From an optimization exercise on the open Yosys and OpenROAD flow, aimed at small area, a short achievable clock period and few clock cycles per item; shortcuts taken in it are not production practice.
The RTL was checked by simulation tests, not by an equivalence proof against the original design.

==> job 8019 <==
==> flow/design.v (excerpt) <==
module mem_responder #(
    parameter int DATA_W  = MEM_DATA_W,
    parameter int ADDR_W  = MEM_ADDR_W,
    parameter int DEPTH   = 256
) (
    input  logic              clk,
    input  logic              reset,
    input  logic              bus_read,
    input  logic              bus_write,
    input  logic [ADDR_W-1:0] bus_addr,
    input  logic [DATA_W-1:0] bus_wdata,
    output logic [DATA_W-1:0] bus_rdata,
    output logic              bus_rvalid,
    output logic              bus_wdone,
    output logic              bus_busy,
    output logic              bus_err
);
==> module mem_resp_ram, before the edit <==
module mem_resp_ram #(
    parameter int DATA_W = 16,
    parameter int DEPTH  = 256,
    parameter int BLK    = 32
) (
    input  logic              clk,
    input  logic              we,
    input  logic [DEPTH-1:0]  rsel,
    input  logic [DATA_W-1:0] din,
    output logic [DATA_W-1:0] dout
);
    localparam int NB = DEPTH / BLK;         
    localparam int NG = (BLK + 2) / 3;       
    logic [DATA_W-1:0] mem_q [DEPTH];
    logic [DATA_W-1:0] part_q [NB];
    logic [DATA_W-1:0] dout_d;
    always_ff @(posedge clk) begin
        for (int r = 0; r < DEPTH; r++) begin
            if (we && rsel[r]) begin
                mem_q[r] <= din;
            end
        end
    end
    for (genvar k = 0; k < NB; k++) begin : g_blk
        logic [DATA_W-1:0] grp_n [NG];
        logic [DATA_W-1:0] part_d;
        for (genvar g = 0; g < NG; g++) begin : g_grp
            localparam int R0 = k * BLK + 3 * g;
            if (3 * g + 2 < BLK) begin : g_full
                for (genvar b = 0; b < DATA_W; b++) begin : g_bit
                    mem_rd_aoi3 u_aoi (
                        .s0 (rsel[R0]),      .s1 (rsel[R0+1]),      .s2 (rsel[R0+2]),
                        .d0 (mem_q[R0][b]),  .d1 (mem_q[R0+1][b]),  .d2 (mem_q[R0+2][b]),
                        .y_n(grp_n[g][b])
                    );
                end
            end else if (3 * g + 1 < BLK) begin : g_two
                assign grp_n[g] = ~((mem_q[R0] & {DATA_W{rsel[R0]}}) |
                                    (mem_q[R0+1] & {DATA_W{rsel[R0+1]}}));
            end else begin : g_one
                assign grp_n[g] = ~(mem_q[R0] & {DATA_W{rsel[R0]}});
            end
        end
        always_comb begin
            part_d = '0;
            for (int g = 0; g < NG; g++) begin
                part_d = part_d | ~grp_n[g];
            end
        end
        always_ff @(posedge clk) begin
            part_q[k] <= part_d;
        end
    end
    always_comb begin
        dout_d = '0;
        for (int k = 0; k < NB; k++) begin
            dout_d = dout_d | part_q[k];
        end
    end
    always_ff @(posedge clk) begin
        dout <= dout_d;
    end
endmodule
==> module mem_responder, before the edit <==
module mem_responder #(
    parameter int DATA_W  = MEM_DATA_W,
    parameter int ADDR_W  = MEM_ADDR_W,
    parameter int DEPTH   = 256
) (
    input  logic              clk,
    input  logic              reset,
    input  logic              bus_read,
    input  logic              bus_write,
    input  logic [ADDR_W-1:0] bus_addr,
    input  logic [DATA_W-1:0] bus_wdata,
    output logic [DATA_W-1:0] bus_rdata,
    output logic              bus_rvalid,
    output logic              bus_wdone,
    output logic              bus_busy,
    output logic              bus_err
);
    logic              rd1_q, wr1_q;
    logic [ADDR_W-1:0] addr1_q;
    logic [DATA_W-1:0] wdata1_q;
    logic              rd2_q, wr2_q;
    logic [DEPTH-1:0]  row2_q;
    logic [DATA_W-1:0] wdata2_q;
    logic              rd3_q, wr3_q;
    logic              rd4_q, wr4_q;
    logic [DATA_W-1:0] ram_dout;
    always_ff @(posedge clk) begin
        if (reset) begin
            rd1_q <= 1'b0;
            wr1_q <= 1'b0;
            rd2_q <= 1'b0;
            wr2_q <= 1'b0;
            rd3_q <= 1'b0;
            wr3_q <= 1'b0;
            rd4_q <= 1'b0;
            wr4_q <= 1'b0;
        end else begin
            rd1_q <= bus_read && !bus_write;
            wr1_q <= bus_write;
            rd2_q <= rd1_q;
            wr2_q <= wr1_q;
            rd3_q <= rd2_q;
            wr3_q <= wr2_q;
            rd4_q <= rd3_q;
            wr4_q <= wr3_q;
        end
    end
    always_ff @(posedge clk) begin
        addr1_q  <= bus_addr;
        wdata1_q <= bus_wdata;
    end
    always_ff @(posedge clk) begin
        for (int r = 0; r < DEPTH; r++) begin
            row2_q[r] <= (addr1_q == ADDR_W'(r));
        end
        wdata2_q <= wdata1_q;
    end
    mem_resp_ram #(
        .DATA_W (DATA_W),
        .DEPTH  (DEPTH)
    ) u_ram (
        .clk    (clk),
        .we     (wr2_q),
        .rsel   (row2_q),
        .din    (wdata2_q),
        .dout   (ram_dout)
    );
    assign bus_rdata  = ram_dout;
    assign bus_rvalid = rd4_q;
    assign bus_wdone  = wr4_q;
    assign bus_busy   = 1'b0;
    assign bus_err    = 1'b0;
endmodule
==> module mem_rd_aoi3, before the edit <==
module mem_rd_aoi3 (
    input  logic s0, s1, s2,
    input  logic d0, d1, d2,
    output logic y_n
);
    assign y_n = ~((s0 & d0) | (s1 & d1) | (s2 & d2));
endmodule
clock: 5.5 ns
lec_check: 0
cap_margin: 20
core_margin: 2
core_utilization: 65
cts_cluster_diameter: 150
cts_cluster_size: 28
setup_slack_margin: 3.2
slew_margin: 20
synth_hierarchical: 1
synth_memory_max_bits: 16384
run.sh (not shown) runs the stock make flow with config.mk's settings and CLKGATE_MAP_FILE= SYNTH_SCRIPT=/design/flow/synth_recipe.tcl, a recipe that flattens the netlist after the stock synthesis.
==> job 6427: changes against job 8019 <==
--- a/flow/design.v
+++ b/flow/design.v
@@ -20,7 +20,6 @@
     parameter int DATA_W = 16,
-    parameter int DEPTH  = 256,
-    parameter int BLK    = 32
+    parameter int DEPTH  = 256
 ) (
     input  logic              clk,
-    input  logic              we,
+    input  logic [15:0]       we_grp,
     input  logic [DEPTH-1:0]  rsel,
@@ -29,6 +28,8 @@
 );
-    localparam int NB = DEPTH / BLK;         
-    localparam int NG = (BLK + 2) / 3;       
+    localparam int NB   = 8;                      
+    localparam int NT   = DEPTH / 3;              
+    localparam int NGRP = NT + ((DEPTH % 3) != 0 ? 1 : 0);
     logic [DATA_W-1:0] mem_q [DEPTH];
-    logic [DATA_W-1:0] part_q [NB];
+    logic [DATA_W-1:0] grp_n [NGRP];
+    logic [DATA_W-1:0] part_n_q [NB];
     logic [DATA_W-1:0] dout_d;
@@ -36,3 +37,3 @@
         for (int r = 0; r < DEPTH; r++) begin
-            if (we && rsel[r]) begin
+            if (rsel[r] && we_grp[r / 16]) begin
                 mem_q[r] <= din;
@@ -41,30 +42,29 @@
     end
-    for (genvar k = 0; k < NB; k++) begin : g_blk
-        logic [DATA_W-1:0] grp_n [NG];
-        logic [DATA_W-1:0] part_d;
-        for (genvar g = 0; g < NG; g++) begin : g_grp
-            localparam int R0 = k * BLK + 3 * g;
-            if (3 * g + 2 < BLK) begin : g_full
-                for (genvar b = 0; b < DATA_W; b++) begin : g_bit
-                    mem_rd_aoi3 u_aoi (
-                        .s0 (rsel[R0]),      .s1 (rsel[R0+1]),      .s2 (rsel[R0+2]),
-                        .d0 (mem_q[R0][b]),  .d1 (mem_q[R0+1][b]),  .d2 (mem_q[R0+2][b]),
-                        .y_n(grp_n[g][b])
-                    );
-                end
-            end else if (3 * g + 1 < BLK) begin : g_two
-                assign grp_n[g] = ~((mem_q[R0] & {DATA_W{rsel[R0]}}) |
-                                    (mem_q[R0+1] & {DATA_W{rsel[R0+1]}}));
-            end else begin : g_one
-                assign grp_n[g] = ~(mem_q[R0] & {DATA_W{rsel[R0]}});
+    for (genvar g = 0; g < NT; g++) begin : g_grp
+        for (genvar b = 0; b < DATA_W; b++) begin : g_bit
+            mem_rd_aoi3 u_aoi (
+                .s0 (rsel[3*g]),       .s1 (rsel[3*g+1]),       .s2 (rsel[3*g+2]),
+                .d0 (mem_q[3*g][b]),   .d1 (mem_q[3*g+1][b]),   .d2 (mem_q[3*g+2][b]),
+                .y_n(grp_n[g][b])
+            );
+        end
+    end
+    if (NGRP > NT) begin : g_rest
+        always_comb begin
+            grp_n[NT] = '1;
+            for (int r = 3 * NT; r < DEPTH; r++) begin
+                grp_n[NT] = grp_n[NT] & ~(mem_q[r] & {DATA_W{rsel[r]}});
             end
         end
-        always_comb begin
-            part_d = '0;
-            for (int g = 0; g < NG; g++) begin
-                part_d = part_d | ~grp_n[g];
+    end
+    always_ff @(posedge clk) begin
+        for (int k = 0; k < NB; k++) begin
+            logic [DATA_W-1:0] all_n;
+            all_n = '1;
+            for (int g = 0; g < NGRP; g++) begin
+                if ((g * NB) / NGRP == k) begin
+                    all_n = all_n & grp_n[g];
+                end
             end
-        end
-        always_ff @(posedge clk) begin
-            part_q[k] <= part_d;
+            part_n_q[k] <= all_n;
         end
@@ -74,3 +74,3 @@
         for (int k = 0; k < NB; k++) begin
-            dout_d = dout_d | part_q[k];
+            dout_d = dout_d | ~part_n_q[k];
         end
@@ -104,2 +104,3 @@
     logic [DEPTH-1:0]  row2_q;
+    logic [15:0]       wrg2_q;
     logic [DATA_W-1:0] wdata2_q;
@@ -107,3 +108,5 @@
     logic              rd4_q, wr4_q;
+    logic              rd5_q, wr5_q;
     logic [DATA_W-1:0] ram_dout;
+    logic [DATA_W-1:0] rdata5_q;
     always_ff @(posedge clk) begin
@@ -118,2 +121,5 @@
             wr4_q <= 1'b0;
+            wrg2_q <= '0;
+            rd5_q <= 1'b0;
+            wr5_q <= 1'b0;
         end else begin
@@ -127,2 +133,7 @@
             wr4_q <= wr3_q;
+            for (int k = 0; k < 16; k++) begin
+                wrg2_q[k] <= wr1_q && (addr1_q[7:4] == 4'(k));
+            end
+            rd5_q <= rd4_q;
+            wr5_q <= wr4_q;
         end
@@ -144,3 +155,3 @@
         .clk    (clk),
-        .we     (wr2_q),
+        .we_grp (wrg2_q),
         .rsel   (row2_q),
@@ -149,5 +160,8 @@
     );
-    assign bus_rdata  = ram_dout;
-    assign bus_rvalid = rd4_q;
-    assign bus_wdone  = wr4_q;
+    always_ff @(posedge clk) begin
+        rdata5_q <= ram_dout;
+    end
+    assign bus_rdata  = rdata5_q;
+    assign bus_rvalid = rd5_q;
+    assign bus_wdone  = wr5_q;
     assign bus_busy   = 1'b0;
==> job 769: changes against job 8019 <==
==> flow/design.v (replaced) <==
package mem_pkg;
    localparam int MEM_DATA_W = 16;
    localparam int MEM_ADDR_W = 8;
    typedef enum logic [1:0] {
        S_IDLE,
        S_WAIT,
        S_RESP
    } state_t;
    localparam logic OP_RD = 1'b0;
    localparam logic OP_WR = 1'b1;
endpackage
module mem_resp_ram #(
    parameter int DATA_W = 16,
    parameter int DEPTH  = 256
) (
    input  logic              clk,
    input  logic              we,
    input  logic [DEPTH-1:0]  row_sel,
    input  logic [DATA_W-1:0] din,
    output logic [DATA_W-1:0] dout
);
    logic [DATA_W-1:0] mem_q [DEPTH];
    logic [DATA_W-1:0] rd_or;
    always_ff @(posedge clk) begin
        for (int r = 0; r < DEPTH; r++) begin
            if (we && row_sel[r]) begin
                mem_q[r] <= din;
            end
        end
    end
    always_comb begin
        rd_or = '0;
        for (int r = 0; r < DEPTH; r++) begin
            rd_or = rd_or | (mem_q[r] & {DATA_W{row_sel[r]}});
        end
    end
    always_ff @(posedge clk) begin
        dout <= rd_or;
    end
endmodule
import mem_pkg::*;
module mem_responder #(
    parameter int DATA_W  = MEM_DATA_W,
    parameter int ADDR_W  = MEM_ADDR_W,
    parameter int DEPTH   = 256
) (
    input  logic              clk,
    input  logic              reset,
    input  logic              bus_read,
    input  logic              bus_write,
    input  logic [ADDR_W-1:0] bus_addr,
    input  logic [DATA_W-1:0] bus_wdata,
    output logic [DATA_W-1:0] bus_rdata,
    output logic              bus_rvalid,
    output logic              bus_wdone,
    output logic              bus_busy,
    output logic              bus_err
);
    logic              rd1_q, wr1_q;
    logic [DEPTH-1:0]  row1_q;
    logic [DATA_W-1:0] wdata1_q;
    logic              rd2_q, wr2_q;
    logic [DATA_W-1:0] ram_dout;
    always_ff @(posedge clk) begin
        if (reset) begin
            rd1_q <= 1'b0;
            wr1_q <= 1'b0;
        end else begin
            rd1_q <= bus_read && !bus_write;
            wr1_q <= bus_write;
        end
    end
    always_ff @(posedge clk) begin
        for (int r = 0; r < DEPTH; r++) begin
            row1_q[r] <= (bus_addr == ADDR_W'(r));
        end
        wdata1_q <= bus_wdata;
    end
    always_ff @(posedge clk) begin
        if (reset) begin
            rd2_q <= 1'b0;
            wr2_q <= 1'b0;
        end else begin
            rd2_q <= rd1_q;
            wr2_q <= wr1_q;
        end
    end
    mem_resp_ram #(
        .DATA_W (DATA_W),
        .DEPTH  (DEPTH)
    ) u_ram (
        .clk     (clk),
        .we      (wr1_q),
        .row_sel (row1_q),
        .din     (wdata1_q),
        .dout    (ram_dout)
    );
    assign bus_rdata  = ram_dout;
    assign bus_rvalid = rd2_q;
    assign bus_wdone  = wr2_q;
    assign bus_busy   = 1'b0;
    assign bus_err    = 1'b0;
endmodule
==> flow/config.mk (replaced) <==
export PLATFORM = sky130hd
export DESIGN_NAME = mem_responder
export DESIGN_NICKNAME = mem_responder
export VERILOG_FILES = /design/flow/design.v
export SDC_FILE = /design/flow/constraint.sdc
export NUM_CORES = 4
export LEC_CHECK = 0
export CAP_MARGIN = 30
export CORE_MARGIN = 2
export CORE_UTILIZATION = 40
export SETUP_SLACK_MARGIN = 2.7
export SLEW_MARGIN = 50
export SYNTH_MEMORY_MAX_BITS = 16384
==> results.py <==
metrics = {
    "synthesis": {
        "synth_top_cell_area_share_pct": 79.3,
    },
    "clocking": {
        "clk_pin_slew_ns": 0.06,
    },
    "grt": {
        "antenna_found_initial": 22,
    },
    "floorplan": {
        "die_h_um": 627,
        "die-area_mm2": 0.393,
    },
    "power_and_ir_drop": {
        "power_frac_clock_pct": 43.4,
        "ir_worst_vdd_uv": 260,
    },
    "status": {
        "outcome": "finished clean",
    },
    "layout": {
        "syn_to_final_growth_pct": 14.1,
    },
    "timing": {
        "fin_skew_ns": 0.0364,
    },
}
That was job 769.
==> results.py <==
metrics = {
    "grt": {
        "antenna_found_initial": 30,
        "grt_max_degree": 170,
    },
    "floorplan": {
        "die_h_um": 489,
        "die-area_mm2": 0.239,
    },
    "power_and_ir_drop": {
        "p_leak_nw": 49.4,
        "ir_worst_vdd_uv": 373,
        "power_frac_clock_pct": 29.4,
        "power.share.combinational_pct": 1.8,
    },
    "worst_hold_path": {
        "whs_path_depth": 0,
    },
    "clocking": {
        "ctsHoldBuffers": 0,
        "clk_pin_slew_ns": 0.11,
    },
    "layout": {
        "final_cell_count_no_fill": 10711,
    },
    "status": {
        "outcome": "finished clean",
    },
    "timing": {
        "max_freq_mhz": 409,
        "fin_skew_ns": 0.0305,
    },
    "job": {
        "maxCapViolCount": 0,
    },
    "synthesis": {
        "synth_top_cell_area_share_pct": 80.3,
    },
}
That was job 6427.
==> results.py <==
metrics = {
    "grt": {
        "antenna_found_initial": 25,
    },
    "floorplan": {
        "die_h_um": 490,
        "die-area_mm2": 0.240,
    },
    "power_and_ir_drop": {
        "ir_worst_vdd_uv": 358,
        "power_frac_clock_pct": 29.5,
    },
    "layout": {
        "syn_to_final_growth_pct": 6.66,
    },
    "synthesis": {
        "synth_top_cell_area_share_pct": 80.2,
    },
    "timing": {
        "fin_skew_ns": 0.0301,
    },
    "status": {
        "outcome": "finished clean",
    },
}
That was job 8019.
Testbench counts of job 8019, summed over its fixed seeds: cycles 24,032, items 24,000.
Testbench counts of job 6427, summed over its fixed seeds: cycles 24,040, items 24,000.
Testbench counts of job 769, summed over its fixed seeds: cycles 24,016, items 24,000.

-- re-timing with driven ports --
The flow's constraints put no driver on any port. The routed layouts listed below were extracted and timed again, unchanged, in two steps.
Step 1, drivers: a clkbuf_16 drives clk and a buf_2 each remaining input, both assumed.
Step 2, shift: input delay + t, output delay - t, t = (earliest + latest rising clock arrival at the registers) / 2. This alone moves slack from input paths to output paths.
Slacks: ideal ports / drivers / drivers and shift; pairs: ideal ports / drivers.
run | shift t [ns] | slack for setup (ns) | worst setup path after step 2 | worst data-port slew with drivers (ns)
job 8019 | 0.966 | 3.077 / 2.974 / 2.897 | input to register | 0.17
job 6427 | 0.951 | 3.058 / 2.961 / 2.760 | input to register | 0.21
job 769 | 1.048 | 2.652 / 2.652 / 1.715 | input to register | 0.20
After both steps every run listed still meets setup and hold. For job 769, which loses most, drivers alone change the setup slack by 0.000 ns; drivers and shift together by -0.937 ns.
